Context: an optimization exercise on an open-source flow, tuned for small area, a short achievable clock period and few clock cycles per item. The choices shown serve that exercise and are no tape-out recipe. Only simulation tests tie the RTL to the original design; equivalence was not proved.

==> inputs of 12-24 <==
// conv_top
module conv_top
#(
    parameter int IMG_BITS = 6    
) (
    input  wire               clk,
    input  wire               rst,
    input  wire               ready,
    input  conv_pkg::pix_t         idata,
    input  conv_pkg::pix_t         cdata_rd,
    output logic              busy,
    output logic              cwr,
    output logic              crd,
    output logic [conv_pkg::ADDR_W-1:0] iaddr,
    output logic [conv_pkg::ADDR_W-1:0] caddr_wr,
    output logic [conv_pkg::ADDR_W-1:0] caddr_rd,
    output conv_pkg::pix_t              cdata_wr,
    output logic [2:0]        csel
);
Settings: LEC_CHECK=0, CAP_MARGIN=20, CORE_MARGIN=2, CORE_UTILIZATION=55, CTS_CLUSTER_DIAMETER=200, CTS_CLUSTER_SIZE=20, SLEW_MARGIN=20, SYNTH_HIERARCHICAL=1, SYNTH_MINIMUM_KEEP_SIZE=0; clock period 12.5 ns.
standard.sh (not shown) runs the stock make flow with config.mk's settings and CLKGATE_MAP_FILE= SYNTH_SCRIPT=/design/flow/synth_recipe.tcl, a recipe that flattens the netlist after the stock synthesis.
==> flow/flow/run.sh <==
#!/bin/bash
# The standard layout (the standard.sh, unchanged synthesis and steps),
# with ORFS's repair_timing asked to reach a setup slack of 8.8 ns.
# The SDC and clock period are the standard flow's own.
set -euo pipefail
bash standard.sh SETUP_SLACK_MARGIN=8.8 finish > standard_run.log 2>&1
==> inputs of 01-05, as changes to 12-24 <==
--- a/flow/design.v
+++ b/flow/design.v
@@ -65,13 +65,11 @@
 endmodule
 module conv_mac_k0 (
     input  wire        clk,
     input  wire [4:0]  ph,      
     input  wire [35:0] nib,     
-    output logic [19:0] res_s,  
-    output logic [19:0] res_c,  
-    output logic        res_ci
+    output logic [19:0] result  
 );
     logic [18:0] acc_s, acc_c;    
     logic [3:0]  nib_s, nib_c;    
     logic        sc;              
     logic [22:0] vs, vc;       
@@ -339,17 +337,19 @@
     assign ls = vs ^ 23'b00000000000000000000000;
     assign lc = vc ^ 23'b00000000000000000000000;
     localparam logic [18:0] PS = 19'b0000000000000000000;
     localparam logic [18:0] PC = 19'b0000000000000000000;
     logic [15:0] ha_s, ha_c;
+    logic [20:0] fsum;
+    logic [19:0] fin;
     assign ha_s = acc_s[15:0] ^ PS[15:0];
     assign ha_c = acc_c[15:0] ^ PC[15:0];
-    assign res_s  = {ha_s, nib_s};
-    assign res_c  = {ha_c, nib_c};
-    assign res_ci = sc;
+    assign fsum = {ha_s, nib_s, 1'b1} + {ha_c, nib_c, sc};
+    assign fin  = fsum[20:1];
     logic [4:0]  lo;
     assign lo   = {1'b0, nib_s} + {1'b0, nib_c} + {4'b0, sc};
+    assign result = fin;
     always_ff @(posedge clk) begin
         acc_s <= ls[22:4] ^ PS;
         acc_c <= lc[22:4] ^ PC;
         nib_s <= ls[3:0];
         nib_c <= lc[3:0];
@@ -358,13 +358,11 @@
 endmodule
 module conv_mac_k1 (
     input  wire        clk,
     input  wire [4:0]  ph,      
     input  wire [35:0] nib,     
-    output logic [19:0] res_s,  
-    output logic [19:0] res_c,  
-    output logic        res_ci
+    output logic [19:0] result  
 );
     logic [18:0] acc_s, acc_c;    
     logic [3:0]  nib_s, nib_c;    
     logic        sc;              
     logic [22:0] vs, vc;       
@@ -630,17 +628,19 @@
     assign ls = vs ^ 23'b00000000000000000000000;
     assign lc = vc ^ 23'b00000000000000000000000;
     localparam logic [18:0] PS = 19'b0000000000000000000;
     localparam logic [18:0] PC = 19'b0000000000000000000;
     logic [15:0] ha_s, ha_c;
+    logic [20:0] fsum;
+    logic [19:0] fin;
     assign ha_s = acc_s[15:0] ^ PS[15:0];
     assign ha_c = acc_c[15:0] ^ PC[15:0];
-    assign res_s  = {ha_s, nib_s};
-    assign res_c  = {ha_c, nib_c};
-    assign res_ci = sc;
+    assign fsum = {ha_s, nib_s, 1'b1} + {ha_c, nib_c, sc};
+    assign fin  = fsum[20:1];
     logic [4:0]  lo;
     assign lo   = {1'b0, nib_s} + {1'b0, nib_c} + {4'b0, sc};
+    assign result = fin;
     always_ff @(posedge clk) begin
         acc_s <= ls[22:4] ^ PS;
         acc_c <= lc[22:4] ^ PC;
         nib_s <= ls[3:0];
         nib_c <= lc[3:0];
@@ -679,19 +679,14 @@
 `default_nettype none
 module layer_ctrl (
     input  wire               clk,
     input  wire               rst,
     input  wire               ready,
-    input  wire  [19:0]       rs0,          
-    input  wire  [19:0]       rs1,          
-    input  wire  [19:0]       rs2,
-    input  wire  [19:0]       rs3,
-    input  wire  [19:0]       rc0,
-    input  wire  [19:0]       rc1,
-    input  wire  [19:0]       rc2,
-    input  wire  [19:0]       rc3,
-    input  wire  [3:0]        rci,
+    input  wire  [19:0]       r0,           
+    input  wire  [19:0]       r1,
+    input  wire  [19:0]       r2,
+    input  wire  [19:0]       r3,
     output logic [4:0]        ph,
     output logic [5:0]        rb,           
     output logic [6:0]        rj,           
     output logic              busy,
     output logic              cwr,
@@ -757,19 +752,12 @@
     assign res = vr && !ph[4];
     assign p0  = vr && ph[4] && odd;
     assign p1  = vs && ph[4] && !odd && (wj != 7'd0);
     assign q   = {ph[2] | ph[3], ph[1] | ph[3]};
     assign bc1 = wj[5:1] - 5'd1;
-    logic [19:0] fa_s, fa_c;
-    logic        fa_ci;
-    logic [20:0] fsum;
-    assign fa_s  = ({20{ph[0]}} & rs0) | ({20{ph[1]}} & rs1) | ({20{ph[2]}} & rs2) | ({20{ph[3]}} & rs3);
-    assign fa_c  = ({20{ph[0]}} & rc0) | ({20{ph[1]}} & rc1) | ({20{ph[2]}} & rc2) | ({20{ph[3]}} & rc3);
-    assign fa_ci = |(ph[3:0] & rci);
-    assign fsum  = {fa_s, 1'b1} + {fa_c, fa_ci};
     always_comb begin
-        rv = fsum[20:1];
+        rv = ({20{ph[0]}} & r0) | ({20{ph[1]}} & r1) | ({20{ph[2]}} & r2) | ({20{ph[3]}} & r3);
         if (rv[19]) rv = '0;    
     end
     always_ff @(posedge clk or posedge rst) begin
         if (rst)
             cwr <= 1'b0;
@@ -832,13 +820,11 @@
     logic [4:0]  ph;
     logic [5:0]  rb;
     logic [6:0]  rj;
     logic [99:0] s [0:3];
     logic [35:0] nib [0:3];
-    logic [19:0] rs [0:3];
-    logic [19:0] rc [0:3];
-    logic [3:0]  rci;
+    logic [19:0] r [0:3];
     logic [4:0]  lph [0:3];
     always_comb begin
         for (int j = 0; j < 4; j++) begin
             for (int t = 0; t < 9; t++)
                 nib[j][4*t +: 4] = s[t / 3 + j / 2][20 + 20 * (t % 3) - 4 * (j + 3 - (t / 3 + j / 2)) +: 4];
@@ -848,19 +834,14 @@
     end
     layer_ctrl u_layer_ctrl (
         .clk      (clk),
         .rst      (rst),
         .ready    (ready),
-        .rs0      (rs[0]),
-        .rs1      (rs[1]),
-        .rs2      (rs[2]),
-        .rs3      (rs[3]),
-        .rc0      (rc[0]),
-        .rc1      (rc[1]),
-        .rc2      (rc[2]),
-        .rc3      (rc[3]),
-        .rci      (rci),
+        .r0       (r[0]),
+        .r1       (r[1]),
+        .r2       (r[2]),
+        .r3       (r[3]),
         .ph       (ph),
         .rb       (rb),
         .rj       (rj),
         .busy     (busy),
         .cwr      (cwr),
@@ -880,17 +861,13 @@
         .s0    (s[0]),
         .s1    (s[1]),
         .s2    (s[2]),
         .s3    (s[3])
     );
-    conv_mac_k0 u_mac_k0_top (.clk(clk), .ph(lph[0]), .nib(nib[0]),
-                              .res_s(rs[0]), .res_c(rc[0]), .res_ci(rci[0]));
-    conv_mac_k1 u_mac_k1_top (.clk(clk), .ph(lph[1]), .nib(nib[1]),
-                              .res_s(rs[1]), .res_c(rc[1]), .res_ci(rci[1]));
-    conv_mac_k0 u_mac_k0_bot (.clk(clk), .ph(lph[2]), .nib(nib[2]),
-                              .res_s(rs[2]), .res_c(rc[2]), .res_ci(rci[2]));
-    conv_mac_k1 u_mac_k1_bot (.clk(clk), .ph(lph[3]), .nib(nib[3]),
-                              .res_s(rs[3]), .res_c(rc[3]), .res_ci(rci[3]));
+    conv_mac_k0 u_mac_k0_top (.clk(clk), .ph(lph[0]), .nib(nib[0]), .result(r[0]));
+    conv_mac_k1 u_mac_k1_top (.clk(clk), .ph(lph[1]), .nib(nib[1]), .result(r[1]));
+    conv_mac_k0 u_mac_k0_bot (.clk(clk), .ph(lph[2]), .nib(nib[2]), .result(r[2]));
+    conv_mac_k1 u_mac_k1_bot (.clk(clk), .ph(lph[3]), .nib(nib[3]), .result(r[3]));
     logic unused_rd;
     assign unused_rd = ^cdata_rd;
 endmodule
 `default_nettype wire
==> flow/flow/run.sh (replaced) <==
#!/bin/bash
# The standard layout (the standard.sh, unchanged synthesis and steps),
# with ORFS's repair_timing asked to reach a setup slack of 8.9 ns.
# The SDC and clock period are the standard flow's own.
set -euo pipefail
bash standard.sh SETUP_SLACK_MARGIN=8.9 finish > standard_run.log 2>&1
==> inputs of 04-04, as changes to 12-24 <==
--- a/flow/design.v
+++ b/flow/design.v
@@ -65,13 +65,11 @@
 endmodule
 module conv_mac_k0 (
     input  wire        clk,
     input  wire [4:0]  ph,      
     input  wire [35:0] nib,     
-    output logic [19:0] res_s,  
-    output logic [19:0] res_c,  
-    output logic        res_ci
+    output logic [19:0] result  
 );
     logic [18:0] acc_s, acc_c;    
     logic [3:0]  nib_s, nib_c;    
     logic        sc;              
     logic [22:0] vs, vc;       
@@ -339,17 +337,19 @@
     assign ls = vs ^ 23'b00000000000000000000000;
     assign lc = vc ^ 23'b00000000000000000000000;
     localparam logic [18:0] PS = 19'b0000000000000000000;
     localparam logic [18:0] PC = 19'b0000000000000000000;
     logic [15:0] ha_s, ha_c;
+    logic [20:0] fsum;
+    logic [19:0] fin;
     assign ha_s = acc_s[15:0] ^ PS[15:0];
     assign ha_c = acc_c[15:0] ^ PC[15:0];
-    assign res_s  = {ha_s, nib_s};
-    assign res_c  = {ha_c, nib_c};
-    assign res_ci = sc;
+    assign fsum = {ha_s, nib_s, 1'b1} + {ha_c, nib_c, sc};
+    assign fin  = fsum[20:1];
     logic [4:0]  lo;
     assign lo   = {1'b0, nib_s} + {1'b0, nib_c} + {4'b0, sc};
+    assign result = fin;
     always_ff @(posedge clk) begin
         acc_s <= ls[22:4] ^ PS;
         acc_c <= lc[22:4] ^ PC;
         nib_s <= ls[3:0];
         nib_c <= lc[3:0];
@@ -358,13 +358,11 @@
 endmodule
 module conv_mac_k1 (
     input  wire        clk,
     input  wire [4:0]  ph,      
     input  wire [35:0] nib,     
-    output logic [19:0] res_s,  
-    output logic [19:0] res_c,  
-    output logic        res_ci
+    output logic [19:0] result  
 );
     logic [18:0] acc_s, acc_c;    
     logic [3:0]  nib_s, nib_c;    
     logic        sc;              
     logic [22:0] vs, vc;       
@@ -630,17 +628,19 @@
     assign ls = vs ^ 23'b00000000000000000000000;
     assign lc = vc ^ 23'b00000000000000000000000;
     localparam logic [18:0] PS = 19'b0000000000000000000;
     localparam logic [18:0] PC = 19'b0000000000000000000;
     logic [15:0] ha_s, ha_c;
+    logic [20:0] fsum;
+    logic [19:0] fin;
     assign ha_s = acc_s[15:0] ^ PS[15:0];
     assign ha_c = acc_c[15:0] ^ PC[15:0];
-    assign res_s  = {ha_s, nib_s};
-    assign res_c  = {ha_c, nib_c};
-    assign res_ci = sc;
+    assign fsum = {ha_s, nib_s, 1'b1} + {ha_c, nib_c, sc};
+    assign fin  = fsum[20:1];
     logic [4:0]  lo;
     assign lo   = {1'b0, nib_s} + {1'b0, nib_c} + {4'b0, sc};
+    assign result = fin;
     always_ff @(posedge clk) begin
         acc_s <= ls[22:4] ^ PS;
         acc_c <= lc[22:4] ^ PC;
         nib_s <= ls[3:0];
         nib_c <= lc[3:0];
@@ -679,19 +679,14 @@
 `default_nettype none
 module layer_ctrl (
     input  wire               clk,
     input  wire               rst,
     input  wire               ready,
-    input  wire  [19:0]       rs0,          
-    input  wire  [19:0]       rs1,          
-    input  wire  [19:0]       rs2,
-    input  wire  [19:0]       rs3,
-    input  wire  [19:0]       rc0,
-    input  wire  [19:0]       rc1,
-    input  wire  [19:0]       rc2,
-    input  wire  [19:0]       rc3,
-    input  wire  [3:0]        rci,
+    input  wire  [19:0]       r0,           
+    input  wire  [19:0]       r1,
+    input  wire  [19:0]       r2,
+    input  wire  [19:0]       r3,
     output logic [4:0]        ph,
     output logic [5:0]        rb,           
     output logic [6:0]        rj,           
     output logic              busy,
     output logic              cwr,
@@ -757,19 +752,12 @@
     assign res = vr && !ph[4];
     assign p0  = vr && ph[4] && odd;
     assign p1  = vs && ph[4] && !odd && (wj != 7'd0);
     assign q   = {ph[2] | ph[3], ph[1] | ph[3]};
     assign bc1 = wj[5:1] - 5'd1;
-    logic [19:0] fa_s, fa_c;
-    logic        fa_ci;
-    logic [20:0] fsum;
-    assign fa_s  = ({20{ph[0]}} & rs0) | ({20{ph[1]}} & rs1) | ({20{ph[2]}} & rs2) | ({20{ph[3]}} & rs3);
-    assign fa_c  = ({20{ph[0]}} & rc0) | ({20{ph[1]}} & rc1) | ({20{ph[2]}} & rc2) | ({20{ph[3]}} & rc3);
-    assign fa_ci = |(ph[3:0] & rci);
-    assign fsum  = {fa_s, 1'b1} + {fa_c, fa_ci};
     always_comb begin
-        rv = fsum[20:1];
+        rv = ({20{ph[0]}} & r0) | ({20{ph[1]}} & r1) | ({20{ph[2]}} & r2) | ({20{ph[3]}} & r3);
         if (rv[19]) rv = '0;    
     end
     always_ff @(posedge clk or posedge rst) begin
         if (rst)
             cwr <= 1'b0;
@@ -832,13 +820,11 @@
     logic [4:0]  ph;
     logic [5:0]  rb;
     logic [6:0]  rj;
     logic [99:0] s [0:3];
     logic [35:0] nib [0:3];
-    logic [19:0] rs [0:3];
-    logic [19:0] rc [0:3];
-    logic [3:0]  rci;
+    logic [19:0] r [0:3];
     logic [4:0]  lph [0:3];
     always_comb begin
         for (int j = 0; j < 4; j++) begin
             for (int t = 0; t < 9; t++)
                 nib[j][4*t +: 4] = s[t / 3 + j / 2][20 + 20 * (t % 3) - 4 * (j + 3 - (t / 3 + j / 2)) +: 4];
@@ -848,19 +834,14 @@
     end
     layer_ctrl u_layer_ctrl (
         .clk      (clk),
         .rst      (rst),
         .ready    (ready),
-        .rs0      (rs[0]),
-        .rs1      (rs[1]),
-        .rs2      (rs[2]),
-        .rs3      (rs[3]),
-        .rc0      (rc[0]),
-        .rc1      (rc[1]),
-        .rc2      (rc[2]),
-        .rc3      (rc[3]),
-        .rci      (rci),
+        .r0       (r[0]),
+        .r1       (r[1]),
+        .r2       (r[2]),
+        .r3       (r[3]),
         .ph       (ph),
         .rb       (rb),
         .rj       (rj),
         .busy     (busy),
         .cwr      (cwr),
@@ -880,17 +861,13 @@
         .s0    (s[0]),
         .s1    (s[1]),
         .s2    (s[2]),
         .s3    (s[3])
     );
-    conv_mac_k0 u_mac_k0_top (.clk(clk), .ph(lph[0]), .nib(nib[0]),
-                              .res_s(rs[0]), .res_c(rc[0]), .res_ci(rci[0]));
-    conv_mac_k1 u_mac_k1_top (.clk(clk), .ph(lph[1]), .nib(nib[1]),
-                              .res_s(rs[1]), .res_c(rc[1]), .res_ci(rci[1]));
-    conv_mac_k0 u_mac_k0_bot (.clk(clk), .ph(lph[2]), .nib(nib[2]),
-                              .res_s(rs[2]), .res_c(rc[2]), .res_ci(rci[2]));
-    conv_mac_k1 u_mac_k1_bot (.clk(clk), .ph(lph[3]), .nib(nib[3]),
-                              .res_s(rs[3]), .res_c(rc[3]), .res_ci(rci[3]));
+    conv_mac_k0 u_mac_k0_top (.clk(clk), .ph(lph[0]), .nib(nib[0]), .result(r[0]));
+    conv_mac_k1 u_mac_k1_top (.clk(clk), .ph(lph[1]), .nib(nib[1]), .result(r[1]));
+    conv_mac_k0 u_mac_k0_bot (.clk(clk), .ph(lph[2]), .nib(nib[2]), .result(r[2]));
+    conv_mac_k1 u_mac_k1_bot (.clk(clk), .ph(lph[3]), .nib(nib[3]), .result(r[3]));
     logic unused_rd;
     assign unused_rd = ^cdata_rd;
 endmodule
 `default_nettype wire
==> impl_metrics.env <==
export IMPL_drive_gt1_share_pct=16.2
export IMPL_fp_dieArea_um2=80100
export IMPL_dpl_instance_area_um2=44500
export IMPL_num_multi_input_gates=2064
export IMPL_drt_met1_wl_mm=45.3
export IMPL_syn_avg_cell_area_um2=13.7
export IMPL_status="complete, no violations"
export IMPL_dr_wl_met2_mm=55.6
export IMPL_multi_input_area_share_pct=57.9
export IMPL_fin_util_pct=60.3
export IMPL_num_nonclk_buffers=124
# the run above: 04-04

==> impl_metrics.env <==
export IMPL_status="complete, no violations"
export IMPL_syn_avg_cell_area_um2=14.0
export IMPL_drt_met1_wl_mm=44.3
export IMPL_fp_dieArea_um2=77400
export IMPL_fin_util_pct=59.2
export IMPL_num_multi_input_gates=1793
export IMPL_dpl_instance_area_um2=42000
export IMPL_num_nonclk_buffers=127
# the run above: 12-24

==> impl_metrics.env <==
export IMPL_status="complete, no violations"
export IMPL_cts_htree_levels=2
export IMPL_drt_met1_wl_mm=45.3
export IMPL_dpl_instance_area_um2=44500
export IMPL_num_multi_input_gates=2064
export IMPL_multi_input_area_share_pct=57.7
export IMPL_syn_avg_cell_area_um2=13.7
export IMPL_drive_gt1_share_pct=19.5
export IMPL_required_ps=13010
export IMPL_dr_wl_met2_mm=55.4
export IMPL_num_nonclk_buffers=149
# the run above: 01-05

Testbench counts of 12-24, summed over its fixed seeds: cycles 125,124, images 12.
Testbench counts of 01-05, summed over its fixed seeds: cycles 125,124, images 12.
Testbench counts of 04-04, summed over its fixed seeds: cycles 125,124, images 12.

==> what the ideal ports hide <==
The flow's constraints put no driver on any port. The routed layouts listed below were extracted and timed again, unchanged, in two steps. Step 1: set_driving_cell puts a clkbuf_16 on clk and a buf_2 on each other input, an assumption about the parent block. Step 2, shift: input delay + t, output delay - t, t = (earliest + latest rising clock arrival at the registers) / 2. This alone moves slack from input paths to output paths. Slacks: ideal / step 1 / step 2; pairs: ideal / step 1.
run	t, ns	setup WS [ns]	hold WS [ns]	worst register clock-pin slew, ns	worst data-port slew with drivers (ns)
12-24	0.668	8.700 / 8.700 / 8.700	0.316 / 0.316 / 0.316	0.10 / 0.10	0.05
01-05	0.674	8.748 / 8.748 / 8.748	0.304 / 0.304 / 0.304	0.10 / 0.10	0.03
04-04	0.676	8.740 / 8.740 / 8.740	0.311 / 0.311 / 0.311	0.10 / 0.10	0.03
After both steps every run listed still meets setup and hold.
